From an optimization exercise on the open Yosys and OpenROAD flow, aimed at small area, a short achievable clock period and few clock cycles per item; shortcuts taken in it are not production practice.
Only simulation tests tie the RTL to the original design; equivalence was not proved.
No activity file was given, so power comes from the tool's default toggle rates.

## formant_peak_picker
module formant_peak_picker (
    input  logic                 i_clk,
    input  logic                 i_rst_n,
    input  logic                 i_cfg_we,
    input  logic [CFG_IDX_W-1:0] i_cfg_index,
    input  logic [CFG_W-1:0]     i_cfg_data,
    input  logic                 i_in_valid,
    output logic                 o_in_stall,
    input  logic [AMP_W-1:0]     i_amplitude,
    input  logic                 i_last_bin,
    output logic                 o_out_valid,
    input  logic                 i_out_stall,
    output logic [FREQ_W-1:0]    o_formant_frequency,
    output logic [SLOT_W-1:0]    o_formant_slot,
    output logic                 o_overflow
);
For scale: roughly 1,100 cells after synthesis, ~78 I/O pins.
==> flow/config.mk <==
export PLATFORM = sky130hd
export DESIGN_NAME = formant_peak_picker
export DESIGN_NICKNAME = formant_peak_picker
export VERILOG_FILES = /design/flow/design.v
export SDC_FILE = /design/flow/constraint.sdc
export NUM_CORES = 4
export LEC_CHECK = 0
export ABC_AREA = 1
export CAP_MARGIN = 20
export CORE_MARGIN = 2
export CORE_UTILIZATION = 65
export CTS_CLUSTER_DIAMETER = 100
export CTS_CLUSTER_SIZE = 40
export PLACE_DENSITY = 0.75
export SETUP_SLACK_MARGIN = 4.12
export SLEW_MARGIN = 20
==> flow/constraint.sdc <==
create_clock -name core_clock -period 6.5 [get_ports {i_clk}]
set_input_delay 1.3000 -clock core_clock [delete_from_list [all_inputs] [get_ports {i_clk}]]
set_output_delay 1.3000 -clock core_clock [all_outputs]
set_load 0.01 [all_outputs]
standard.sh (not shown) runs the stock make flow with config.mk's settings and CLKGATE_MAP_FILE= SYNTH_SCRIPT=/design/flow/synth_recipe.tcl, a recipe that flattens the netlist after the stock synthesis.
==> flow/flow/run.sh <==
#!/bin/bash
# Standard layout (the standard.sh), with the port buffers made as buf_1
# cells and no dummy loads in the clock tree. The make output goes to
# standard.log; each tool's log is under orfs/logs.
export BUFFER_PORTS_ARGS="-buffer_cell sky130_fd_sc_hd__buf_1"
export CTS_ARGS="-sink_clustering_enable -repair_clock_nets -dont_use_dummy_load -buf_list sky130_fd_sc_hd__clkbuf_8"
bash standard.sh > standard.log 2>&1
The first run finished clean.
Testbench counts at the start, summed over its fixed seeds: cycles 32,783, bins 32,768.
Then changed:
==> flow/flow/run.sh (replaced) <==
#!/bin/bash
# Standard layout (the standard.sh), with the port buffers made as buf_1
# cells. The make output goes to standard.log; each tool's log is under orfs/logs.
export BUFFER_PORTS_ARGS="-buffer_cell sky130_fd_sc_hd__buf_1"
bash standard.sh > standard.log 2>&1
--- a/flow/config.mk
+++ b/flow/config.mk
@@ -11,5 +11,5 @@
-export CORE_UTILIZATION = 65
-export CTS_CLUSTER_DIAMETER = 100
-export CTS_CLUSTER_SIZE = 40
-export PLACE_DENSITY = 0.75
-export SETUP_SLACK_MARGIN = 4.12
+export CORE_UTILIZATION = 75
+export CTS_CLUSTER_DIAMETER = 80
+export CTS_CLUSTER_SIZE = 30
+export PLACE_DENSITY = 0.85
+export SETUP_SLACK_MARGIN = 4.0
=> The new run passed the timing, design-rule and antenna checks. Non-clock buffer count came out lower by 5. Power went up by 19%. Hold slack loses 0.031 ns. Clock skew went down by 0.013 ns.
Then changed:
--- a/flow/flow/run.sh
+++ b/flow/flow/run.sh
@@ -3 +3,2 @@
-# cells. The make output goes to standard.log; each tool's log is under orfs/logs.
+# cells and no dummy loads in the clock tree. The make output goes to
+# standard.log; each tool's log is under orfs/logs.
@@ -4,0 +6 @@
+export CTS_ARGS="-sink_clustering_enable -repair_clock_nets -dont_use_dummy_load -buf_list {sky130_fd_sc_hd__clkbuf_4 sky130_fd_sc_hd__clkbuf_8 sky130_fd_sc_hd__clkbuf_16}"
--- a/flow/config.mk
+++ b/flow/config.mk
@@ -11,4 +11,4 @@
-export CORE_UTILIZATION = 75
-export CTS_CLUSTER_DIAMETER = 80
-export CTS_CLUSTER_SIZE = 30
-export PLACE_DENSITY = 0.85
+export CORE_UTILIZATION = 65
+export CTS_CLUSTER_DIAMETER = 100
+export CTS_CLUSTER_SIZE = 40
+export PLACE_DENSITY = 0.75
The new run ran to the end with no violations.
Combinational power went down by 3.0%.
Final area went down by 1.9%.
Cell count went down by 0.56%.
Global-route usage went down by 5.7 points.
Setup slack is better by 0.014 ns.
Sequential share of layout area went up by 0.78 points.
Routed wire length went down by 8.2%.
Count of clock-buffer cells in the layout went down by 8.
Then changed:
==> flow/flow/run.sh (replaced) <==
#!/bin/bash
# Standard layout (the standard.sh) with these changes:
#  - synthesis maps with flow/abc_map.script (ORFS's area script with a
#    required time) instead of ORFS's ABC script; flow/synth.tcl is
#    synth_recipe.tcl with only that substitution;
#  - the port buffers are buf_1 cells;
#  - the clock tree uses clkbuf_8 and no dummy loads.
# The make output goes to standard.log; each tool's log is under orfs/logs.
set -e
here=$(pwd)
export BUFFER_PORTS_ARGS="-buffer_cell sky130_fd_sc_hd__buf_1"
export CTS_ARGS="-sink_clustering_enable -repair_clock_nets -dont_use_dummy_load -buf_list sky130_fd_sc_hd__clkbuf_8"
export MY_ABC_SCRIPT=$here/flow/abc_map.script
sed "s#SYNTH_SCRIPT=[^ ]*#SYNTH_SCRIPT=$here/flow/synth.tcl#" standard.sh > my_standard.sh
grep -q "SYNTH_SCRIPT=$here/flow/synth.tcl" my_standard.sh
bash my_standard.sh > standard.log 2>&1
==> flow/flow/abc_map.script (new file) <==
strash
dch
map -B 0.9 -D 2200
topo
stime -c
buffer -c
upsize -c
dnsize -c
==> flow/flow/synth.tcl (new file) <==
proc synth {args} { yosys synth -nofsm -noshare {*}$args }
set f [open $::env(SCRIPTS_DIR)/synth.tcl]
set txt [read $f]
close $f
set n [string first {log_cmd abc {*}$abc_args} $txt]
if { $n < 0 } { error "abc call not found in synth.tcl" }
set txt [string map [list {log_cmd abc {*}$abc_args} {log_cmd abc {*}[lreplace $abc_args 1 1 $::env(MY_ABC_SCRIPT)]}] $txt]
eval $txt
# left out here: clear keep_hierarchy, flatten, clean up, hide names made inside functions, write 1_2_yosys.v
--- a/flow/config.mk
+++ b/flow/config.mk
@@ -15 +15 @@
-export SETUP_SLACK_MARGIN = 4.0
+export SETUP_SLACK_MARGIN = 4.12
After rerunning: The new run produced a clean layout. Clock-buffer cell count stays the same. Sequential power is about the same. Area after synthesis falls by 4.3%. First-iteration DRC count hardly moves. Final cell count falls by 7.6%.

## re-timing with driven ports
In the flow no input, the clock included, has a driving cell. The finished layouts below were timed again as built, in two steps.
Step 1 sets driving cells, clkbuf_16 on the clock port and buf_2 on the other inputs (assumed; they add their load-dependent delay and slew).
Step 2, shift: input delay + t, output delay - t, t = (earliest + latest rising clock arrival at the registers) / 2. This alone moves slack from input paths to output paths.
Three values: ideal, step 1, step 2; two values: the first two.
| run | shift t [ns] | setup WS [ns] | hold WS [ns] |
|---|---|---|---|
| the first run | 0.489 | 4.139 / 4.119 / 3.666 | 0.476 / 0.476 / 0.476 |
| the second run | 0.470 | 4.067 / 4.085 / 3.616 | 0.445 / 0.445 / 0.445 |
| the third run | 0.464 | 4.081 / 4.103 / 3.639 | 0.439 / 0.439 / 0.439 |
| the fourth run | 0.464 | 4.012 / 4.024 / 3.561 | 0.458 / 0.458 / 0.458 |
After both steps every run listed still meets setup and hold. The setup slack of the first run, which loses most, moves by -0.020 ns with the drivers and by -0.473 ns with both steps.
